Background: an optimization exercise with open tools, aiming at small area, a short achievable clock period and few clock cycles per item. Do not read the settings as production practice. Where RTL was checked, it was by simulation tests only, not by an equivalence proof against the original.

try-maple:
Design aes_inv_top, start of the top module:
module aes_inv_top (
  input  logic                clk_sys,
  input  logic                rst_n,
  input  logic                req,
  input  logic [127:0]        cipher_text,
  input  logic [127:0]        key_last,
  output logic                ack,
  output logic [127:0]        plain_text
);
For scale: about 5700 cells after synthesis, roughly 270 flip-flops, ~390 I/O pins, roughly 42000 µm² of cells after synthesis.
Settings: LEC_CHECK=0, CAP_MARGIN=20, CORE_MARGIN=2, CORE_UTILIZATION=65, CTS_BUF_LIST=sky130_fd_sc_hd__clkbuf_8, SETUP_SLACK_MARGIN=1.5, SLEW_MARGIN=20; clock period 8.0 ns.
standard.sh (not shown) runs the stock make flow with config.mk's settings and CLKGATE_MAP_FILE= SYNTH_SCRIPT=/design/flow/synth_recipe.tcl, a recipe that flattens the netlist after the stock synthesis.
==> flow/flow/run.sh <==
#!/bin/bash
# Own layout flow: the standard layout (standard.sh, unchanged steps and
# settings), except that Yosys's ABC maps the logic with flow/abc.script
# instead of ORFS's abc_speed.script, and the port buffers that global
# placement inserts on every input and output are buf_1 cells, and timing-
# driven global placement weights the 30% most critical nets instead of 10%.
# Registers
# come from dfflibmap before ABC, so they are the standard synthesis's.
set -euo pipefail
W=$(pwd)
sed 's#log_cmd abc {\*}\$abc_args#log_cmd abc {*}[lreplace $abc_args 1 1 '"$W"'/flow/abc.script]#' \
  "$FLOW_HOME/scripts/synth.tcl" > "$W/flow_synth_orfs.tcl"
grep -q "flow/abc.script" "$W/flow_synth_orfs.tcl"
sed "s#\$::env(SCRIPTS_DIR)/synth.tcl#$W/flow_synth_orfs.tcl#" "$W/synth_recipe.tcl" > "$W/flow_synth.tcl"
grep -q "flow_synth_orfs.tcl" "$W/flow_synth.tcl"
bash standard.sh SYNTH_SCRIPT="$W/flow_synth.tcl" \
  "BUFFER_PORTS_ARGS=-buffer_cell sky130_fd_sc_hd__buf_1" \
  "GLOBAL_PLACEMENT_ARGS=-timing_driven_nets_percentage 50" finish > "$W/standard.log" 2>&1
==> flow/flow/abc.script <==
strash
dc2
resub -K 8
dc2
dch -f
map -a
topo
stime -c
buffer -c
upsize -c
dnsize -c
Testbench counts of try-maple, summed over its fixed seeds: cycles 4,216, blocks 384.
diff inputs: try-maple => try-onyx
- SETUP_SLACK_MARGIN changed from 1.5 to 2.0
-- flow/flow/run.sh --
<<< try-maple, line 18
  "GLOBAL_PLACEMENT_ARGS=-timing_driven_nets_percentage 50" finish > "$W/standard.log" 2>&1
>>> try-onyx, line 18
  "GLOBAL_PLACEMENT_ARGS=-timing_driven_nets_percentage 30" finish > "$W/standard.log" 2>&1
[summary]
- try-onyx: all stages done; final checks FAILED (max-capacitance violations, max-slew violations).
- [compare] base=try-maple new=try-onyx: non-clock buffer contribution to total cell area climbed 4.3 points, worst slack after detailed placement moved up, clock tree cell share of total cell area has remained practically unchanged, relative area change from synthesis to final layout now sits higher.
- Compared with try-maple, in try-onyx clock buffer count now smaller; wire length picked up an extra 27000 µm; count of filler cells inserted in the layout moved down.
- Run comparison: try-onyx timing startpoint of the critical path u_control.data_q[43]; try-maple timing startpoint of the critical path u_control.data_q[32]
## Diff of input files: try-sierra against try-onyx
- swapping 2.0 for 1.5 in SETUP_SLACK_MARGIN
==> comparison <==
- try-sierra completed; timing, DRC and antenna clean
- In the metrics for try-onyx and try-sierra, the one carrying the lower utilization after layout is try-sierra.
- The clock latency reported for the late side of the worst-skew pair of try-sierra and that of try-onyx are within noise of each other.
- try-sierra — worst-case setup slack after placement 0.21 ns lower, try-onyx as reference
- Met1 track demand over resource in global routing (higher): try-onyx
- try-sierra vs try-onyx: routed wire length down in try-sierra
- For try-onyx, the highest routed metal layer was met5, unlike try-sierra, where it was met4.
- Re met3 global-route usage: try-onyx and try-sierra aren't equal, and the higher value belongs to try-onyx.
- try-sierra has cell depth of the worst min-delay path below what try-onyx had.
diff inputs: try-sierra => try-cedar
- CORE_UTILIZATION changed from 65 to 60
- SETUP_SLACK_MARGIN changed from 1.5 to 2.5
Findings:
try-cedar | ERROR | global routing
[compare] base=try-sierra new=try-cedar: net count after synthesis has remained practically unchanged, height of the die rose by about 4%, placed wire-length estimate increased 4.4%, post-synthesis mux area share now sits at about the same level.
Netlist area before placement delta (try-sierra -> try-cedar): insignificant
Comparing try-sierra against try-cedar, there is no change at all in part of the Yosys area used for sequential elements.
Taking try-sierra as the reference, in try-cedar post-CTS resize count went up 886; die width went up by 4.0%; starting density of the core went down by 5.1 points.
Modified inputs, try-tundra compared to try-cedar
- CORE_UTILIZATION: 60 -> 70
- SETUP_SLACK_MARGIN: 2.5 -> 1.5
Notes after the runs:
try-tundra finished all stages; the layout is clean.
Diff try-cedar..try-tundra | xor/xnor share of the synthesized area | unchanged
From try-cedar to try-tundra the numbers moved as follows: total of cells resized after clock tree synthesis moved down; effective utilization at floorplan picked up an extra 9.8 points; CTS sink count now sits at about the same level; flip-flop and latch count after synthesis about even.
Of try-cedar and try-tundra, try-cedar shows the higher worst slack at placement, with try-tundra below it.

Setup of v18:
aes_inv_top, a different RTL version from the one above (not shown whole).
Size in the first run: roughly 13000 cells after synthesis, about 270 flip-flops, ~0.065 mm2 of cells after synthesis.
clock: 8.0 ns
lec_check: 0
abc_area: 1
cap_margin: 20
core_margin: 2
core_utilization: 40
slew_margin: 20
run.sh (not shown) runs the stock make flow with config.mk's settings and CLKGATE_MAP_FILE= SYNTH_SCRIPT=/design/flow/synth_recipe.tcl, a recipe that flattens the netlist after the stock synthesis.
Stock flow here: none of the scripts above is used.
#### Input delta (v2 over v18)
- clearing ABC_AREA, which used to be 1
==> flow/flow/run.sh (new file) <==
#!/bin/bash
# Own layout flow: the standard layout (standard.sh, unchanged steps and
# settings), except that Yosys's ABC maps the logic with flow/abc.script
# instead of ORFS's abc_speed.script. Registers come from dfflibmap before
# ABC, so they are the standard synthesis's.
set -euo pipefail
W=$(pwd)
sed 's#log_cmd abc {\*}\$abc_args#log_cmd abc {*}[lreplace $abc_args 1 1 '"$W"'/flow/abc.script]#' \
  "$FLOW_HOME/scripts/synth.tcl" > "$W/flow_synth_orfs.tcl"
grep -q "flow/abc.script" "$W/flow_synth_orfs.tcl"
sed "s#\$::env(SCRIPTS_DIR)/synth.tcl#$W/flow_synth_orfs.tcl#" "$W/synth_recipe.tcl" > "$W/flow_synth.tcl"
grep -q "flow_synth_orfs.tcl" "$W/flow_synth.tcl"
bash standard.sh SYNTH_SCRIPT="$W/flow_synth.tcl" finish > "$W/standard.log" 2>&1
==> flow/flow/abc.script (new file) <==
strash
dc2
dch -f
map -a
topo
stime -c
buffer -c
upsize -c
dnsize -c
==> flow/standard.sh (new file) <==
#!/bin/bash
# synth_recipe.tcl (not shown) runs the flow's synth.tcl, then flattens the netlist and writes it again
# the make line also repeats each setting of config.mk as NAME=value (left out here)
make -C /OpenROAD-flow-scripts/flow DESIGN_CONFIG=/design/flow/config.mk WORK_HOME=/design/flow/orfs CLKGATE_MAP_FILE= SYNTH_SCRIPT=/design/flow/synth_recipe.tcl "${@:-finish}"
removed: flow/run.sh
### Flow results
When the final numbers for v2 and v18 were put side by side, the die area turned out to be greater in v18. From v18 to v2 the numbers moved as follows: ratio of cells with drive above 1 in the final layout climbed 1.9 points, hold slack climbed 0.021 ns, final instance area dropped 0.021 mm2. v2 ended with every stage complete and zero timing, DRC or antenna violations.
No run of this note included a check of the RTL's function; only the layout flow was run.

Setup of trial 94:
Another version of the RTL of aes_inv_top (not shown whole).
For scale: ~270 flip-flops, roughly 390 I/O pins.
==> flow/config.mk <==
export PLATFORM = sky130hd
export DESIGN_NAME = aes_inv_top
export DESIGN_NICKNAME = aes_inv_top
export VERILOG_FILES = /design/flow/design.v
export SDC_FILE = /design/flow/constraint.sdc
export NUM_CORES = 4
export LEC_CHECK = 0
export CAP_MARGIN = 20
export CORE_MARGIN = 2
export CORE_UTILIZATION = 40
export SLEW_MARGIN = 20
==> flow/constraint.sdc <==
create_clock -name core_clock -period 8.0 [get_ports {clk_sys}]
set_input_delay 1.6000 -clock core_clock [delete_from_list [all_inputs] [get_ports {clk_sys}]]
set_output_delay 1.6000 -clock core_clock [all_outputs]
set_load 0.01 [all_outputs]
Stock flow here: none of the scripts above is used.
Trial 94 went all the way through synthesis, placement and routing and the layout is clean on timing, DRC and antenna.
The inputs of build 13 differ from those of trial 94 as listed below.
--- a/flow/config.mk
+++ b/flow/config.mk
@@ -6,6 +6,8 @@
 export NUM_CORES = 4
 export LEC_CHECK = 0
+export ABC_CLOCK_PERIOD_IN_PS = 5000
 export CAP_MARGIN = 20
 export CORE_MARGIN = 2
 export CORE_UTILIZATION = 40
+export SETUP_SLACK_MARGIN = 2.0
 export SLEW_MARGIN = 20
[summary]
- Every stage of the flow completed for build 13, and the final layout passed the timing, design-rule and antenna checks.
- From trial 94 to build 13 the numbers moved as follows: number of cells on the critical path up 2; global-route wire length before repair up 16 mm; fraction of area in registers down 1.8 points; worst setup margin up 1.40 ns.
No run of this note included a check of the RTL's function; only the layout flow was run.

Another version of the RTL of aes_inv_top (not shown whole).
Size: ~270 flip-flops, roughly 42000 um^2 of cells after synthesis.
clock: 8.0 ns
lec_check: 0
cap_margin: 20
core_margin: 2
core_utilization: 60
slew_margin: 20
standard.sh (not shown) runs the stock make flow with config.mk's settings and CLKGATE_MAP_FILE= SYNTH_SCRIPT=/design/flow/synth_recipe.tcl, a recipe that flattens the netlist after the stock synthesis.
==> flow/flow/run.sh <==
#!/bin/bash
# Own layout flow: the standard layout (standard.sh, unchanged steps and
# settings), except that Yosys's ABC maps the logic with flow/abc.script
# instead of ORFS's abc_speed.script, and the port buffers that global
# placement inserts on every input and output are buf_1 cells. Registers
# come from dfflibmap before ABC, so they are the standard synthesis's.
set -euo pipefail
W=$(pwd)
sed 's#log_cmd abc {\*}\$abc_args#log_cmd abc {*}[lreplace $abc_args 1 1 '"$W"'/flow/abc.script]#' \
  "$FLOW_HOME/scripts/synth.tcl" > "$W/flow_synth_orfs.tcl"
grep -q "flow/abc.script" "$W/flow_synth_orfs.tcl"
sed "s#\$::env(SCRIPTS_DIR)/synth.tcl#$W/flow_synth_orfs.tcl#" "$W/synth_recipe.tcl" > "$W/flow_synth.tcl"
grep -q "flow_synth_orfs.tcl" "$W/flow_synth.tcl"
bash standard.sh SYNTH_SCRIPT="$W/flow_synth.tcl" \
  "BUFFER_PORTS_ARGS=-buffer_cell sky130_fd_sc_hd__buf_1" finish > "$W/standard.log" 2>&1
==> flow/flow/abc.script <==
strash
dc2
dch -f
map -a
topo
stime -c
buffer -c
upsize -c
dnsize -c
The first run completed with no timing, DRC or antenna violations.
Testbench counts at the start, summed over its fixed seeds: cycles 4,216, blocks 384.
Then changed:
--- a/flow/flow/run.sh
+++ b/flow/flow/run.sh
@@ -5 +5,3 @@
-# placement inserts on every input and output are buf_1 cells. Registers
+# placement inserts on every input and output are buf_1 cells, and timing-
+# driven global placement weights the 30% most critical nets instead of 10%.
+# Registers
@@ -15 +17,2 @@
-  "BUFFER_PORTS_ARGS=-buffer_cell sky130_fd_sc_hd__buf_1" finish > "$W/standard.log" 2>&1
+  "BUFFER_PORTS_ARGS=-buffer_cell sky130_fd_sc_hd__buf_1" \
+  "GLOBAL_PLACEMENT_ARGS=-timing_driven_nets_percentage 30" finish > "$W/standard.log" 2>&1
==> flow/flow/abc.script (replaced) <==
strash
dc2
resub -K 8
dc2
dch -f
map -a
topo
stime -c
buffer -c
upsize -c
dnsize -c
Settings changed: CORE_UTILIZATION 60 to 65, CTS_BUF_LIST from default to sky130_fd_sc_hd__clkbuf_8.
Effect:
- register-to-register slack gains 0.18 ns
- hold slack barely changes

aes_inv_top again, from the RTL that the note above started with.
==> flow/config.mk <==
export PLATFORM = sky130hd
export DESIGN_NAME = aes_inv_top
export DESIGN_NICKNAME = aes_inv_top
export VERILOG_FILES = /design/flow/design.v
export SDC_FILE = /design/flow/constraint.sdc
export NUM_CORES = 4
export LEC_CHECK = 0
export CAP_MARGIN = 20
export CORE_MARGIN = 2
export CORE_UTILIZATION = 65
export CTS_BUF_LIST = sky130_fd_sc_hd__clkbuf_8
export SLEW_MARGIN = 20
==> flow/constraint.sdc <==
create_clock -name core_clock -period 8.0 [get_ports {clk_sys}]
set_input_delay 1.6000 -clock core_clock [delete_from_list [all_inputs] [get_ports {clk_sys}]]
set_output_delay 1.6000 -clock core_clock [all_outputs]
set_load 0.01 [all_outputs]
==> flow/flow/run.sh <==
#!/bin/bash
# Own layout flow: the standard layout (standard.sh, unchanged steps and
# settings), except that Yosys's ABC maps the logic with flow/abc.script
# instead of ORFS's abc_speed.script, and the port buffers that global
# placement inserts on every input and output are buf_1 cells, and timing-
# driven global placement weights the 30% most critical nets instead of 10%.
# Registers
# come from dfflibmap before ABC, so they are the standard synthesis's.
set -euo pipefail
W=$(pwd)
sed 's#log_cmd abc {\*}\$abc_args#log_cmd abc {*}[lreplace $abc_args 1 1 '"$W"'/flow/abc.script]#' \
  "$FLOW_HOME/scripts/synth.tcl" > "$W/flow_synth_orfs.tcl"
grep -q "flow/abc.script" "$W/flow_synth_orfs.tcl"
sed "s#\$::env(SCRIPTS_DIR)/synth.tcl#$W/flow_synth_orfs.tcl#" "$W/synth_recipe.tcl" > "$W/flow_synth.tcl"
grep -q "flow_synth_orfs.tcl" "$W/flow_synth.tcl"
bash standard.sh SYNTH_SCRIPT="$W/flow_synth.tcl" \
  "BUFFER_PORTS_ARGS=-buffer_cell sky130_fd_sc_hd__buf_1" \
  "GLOBAL_PLACEMENT_ARGS=-timing_driven_nets_percentage 30" finish > "$W/standard.log" 2>&1
==> flow/flow/abc.script <==
strash
dc2
dch -f
map -a
topo
stime -c
buffer -c
upsize -c
dnsize -c
The first run finished clean.
Testbench counts at the start, summed over its fixed seeds: cycles 4,216, blocks 384.
==> next run, changes <==
==> flow/flow/abc.script (replaced) <==
strash
dc2
resub -K 8
dc2
dch -f
map -a
topo
stime -c
buffer -c
upsize -c
dnsize -c
- SETUP_SLACK_MARGIN: default -> 1.5
The new run finished with timing, DRC and antenna clean.
Worst hold slack improved by 0.010 ns.
Cell count rises by about 2%.
Final area rises by 6.0%.
Routed wire length rises by about 8%.

aes_inv_top with an RTL version that a note above also has.
Size in the first run: ~5700 cells after synthesis, roughly 270 flip-flops, ~42000 um2 of cells after synthesis.
clock: 8.0 ns
lec_check: 0
cap_margin: 20
core_margin: 2
core_utilization: 65
cts_buf_list: sky130_fd_sc_hd__clkbuf_8
setup_slack_margin: 1.75
slew_margin: 20
==> flow/flow/abc.script <==
strash
dc2
resub -K 8
dc2
dch -f
map -a
topo
stime -c
buffer -c
upsize -c
dnsize -c
Scripts as last shown in full above: flow/flow/run.sh
Testbench counts at the start, summed over its fixed seeds: cycles 4,216, blocks 384.
Next try:
--- a/flow/flow/run.sh
+++ b/flow/flow/run.sh
@@ -5,3 +5,3 @@
 # placement inserts on every input and output are buf_1 cells, and timing-
-# driven global placement weights the 30% most critical nets instead of 10%.
+# driven global placement weights the 50% most critical nets instead of 10%.
 # Registers
@@ -17,2 +17,2 @@
   "BUFFER_PORTS_ARGS=-buffer_cell sky130_fd_sc_hd__buf_1" \
-  "GLOBAL_PLACEMENT_ARGS=-timing_driven_nets_percentage 30" finish > "$W/standard.log" 2>&1
+  "GLOBAL_PLACEMENT_ARGS=-timing_driven_nets_percentage 50" finish > "$W/standard.log" 2>&1
Settings changed: CORE_UTILIZATION 65 to 70, SETUP_SLACK_MARGIN 1.75 to 1.5.
What happened: Worst setup slack gets worse by 200 ps; final area decreases by 3.9%; sequential share of layout area is higher by 0.56 points; synthesized area is unchanged; utilization grows by 2.3 points; final cell count goes down by 2.0%; non-clock buffer count is lower by 71; routed wire length hardly moves.
Next try:
--- a/flow/flow/run.sh
+++ b/flow/flow/run.sh
@@ -5,3 +5,3 @@
 # placement inserts on every input and output are buf_1 cells, and timing-
-# driven global placement weights the 50% most critical nets instead of 10%.
+# driven global placement weights the 30% most critical nets instead of 10%.
 # Registers
@@ -17,2 +17,2 @@
   "BUFFER_PORTS_ARGS=-buffer_cell sky130_fd_sc_hd__buf_1" \
-  "GLOBAL_PLACEMENT_ARGS=-timing_driven_nets_percentage 50" finish > "$W/standard.log" 2>&1
+  "GLOBAL_PLACEMENT_ARGS=-timing_driven_nets_percentage 30" finish > "$W/standard.log" 2>&1
Settings changed: CORE_UTILIZATION 70 to 65, SETUP_SLACK_MARGIN 1.5 to default.
Non-clock buffer count decreases by 94; final cell count stays flat; die area goes up by 7.6%; clock-buffer cell count shrinks by 8; worst setup slack got worse by 390 ps.
Next try:
Settings changed: CORE_UTILIZATION 65 to 60, SETUP_SLACK_MARGIN from default to 1.5.
Result: The new run produced a clean layout; worst hold slack loses 3.2 ps; setup slack gains 420 ps; die area rose by a little under a tenth; wire length rose by a few percent; area after synthesis does not change; clock-buffer cell count rose by 6; final area rose by a few percent; global-route usage fell by 2.7 points; cell count rose by a few percent; via count rose slightly.
Next try:
--- a/flow/flow/run.sh
+++ b/flow/flow/run.sh
@@ -5,3 +5,3 @@
 # placement inserts on every input and output are buf_1 cells, and timing-
-# driven global placement weights the 30% most critical nets instead of 10%.
+# driven global placement weights the 50% most critical nets instead of 10%.
 # Registers
@@ -17,2 +17,2 @@
   "BUFFER_PORTS_ARGS=-buffer_cell sky130_fd_sc_hd__buf_1" \
-  "GLOBAL_PLACEMENT_ARGS=-timing_driven_nets_percentage 30" finish > "$W/standard.log" 2>&1
+  "GLOBAL_PLACEMENT_ARGS=-timing_driven_nets_percentage 50" finish > "$W/standard.log" 2>&1
Settings changed: CORE_UTILIZATION 60 to 65.
Synthesized cell count stays the same.
Global-route usage increases by 3.4 points.
Worst hold slack improved by 4.6 ps.

afterwards: timing with drivers on the ports:
No port has a modelled driver above. Below, the same layouts with a new extraction and two added sets of constraints. Step 1: set_driving_cell puts a clkbuf_16 on clk_sys and a buf_2 on each other input, an assumption about the parent block. Step 2, shift: input delay + t, output delay - t, t = (earliest + latest rising clock arrival at the registers) / 2. This alone moves slack from input paths to output paths. a / b / c = ideal ports / drivers / drivers and shift; a / b = the first two.
run | shift t [ns] | setup WS [ns] | slew at the worst register clock pin (ns)
try-maple | 0.736 | 1.749 / 1.749 / 1.078 | 0.07 / 0.07
try-onyx | 0.734 | 1.691 / 1.691 / 1.384 | 0.08 / 0.08
try-sierra | 0.731 | 1.742 / 1.742 / 1.093 | 0.07 / 0.07
try-tundra | 0.740 | 1.743 / 1.743 / 1.145 | 0.08 / 0.08
v18 | 0.718 | 0.916 / 0.964 / 0.246 | 0.08 / 0.08
v2 | 0.658 | 0.557 / 0.595 / -0.063 | 0.07 / 0.07
trial 94 | 0.672 | 0.456 / 0.456 / 0.424 | 0.07 / 0.07
build 13 | 0.678 | 1.852 / 1.852 / 1.387 | 0.07 / 0.07
the first run of note 4 | 0.636 | 1.116 / 1.116 / 0.756 | 0.07 / 0.07
the second run of note 4 | 0.741 | 1.297 / 1.297 / 0.659 | 0.07 / 0.07
the first run of note 5 | 0.739 | 1.224 / 1.224 / 0.527 | 0.08 / 0.08
the second run of note 5 | 0.744 | 1.522 / 1.522 / 1.119 | 0.08 / 0.08
the first run of note 6 | 0.731 | 1.900 / 1.900 / 1.227 | 0.07 / 0.07
the second run of note 6 | 0.710 | 1.703 / 1.703 / 1.047 | 0.07 / 0.07
the third run of note 6 | 0.735 | 1.309 / 1.309 / 0.628 | 0.07 / 0.07
the fourth run of note 6 | 0.732 | 1.728 / 1.728 / 1.078 | 0.07 / 0.07
the fifth run of note 6 | 0.736 | 1.749 / 1.749 / 1.078 | 0.07 / 0.07
With both steps, setup timing fails in v2, where it was met with ideal ports. For the first run of note 5, which loses most, drivers alone change the setup slack by 0.000 ns; drivers and shift together by -0.697 ns.
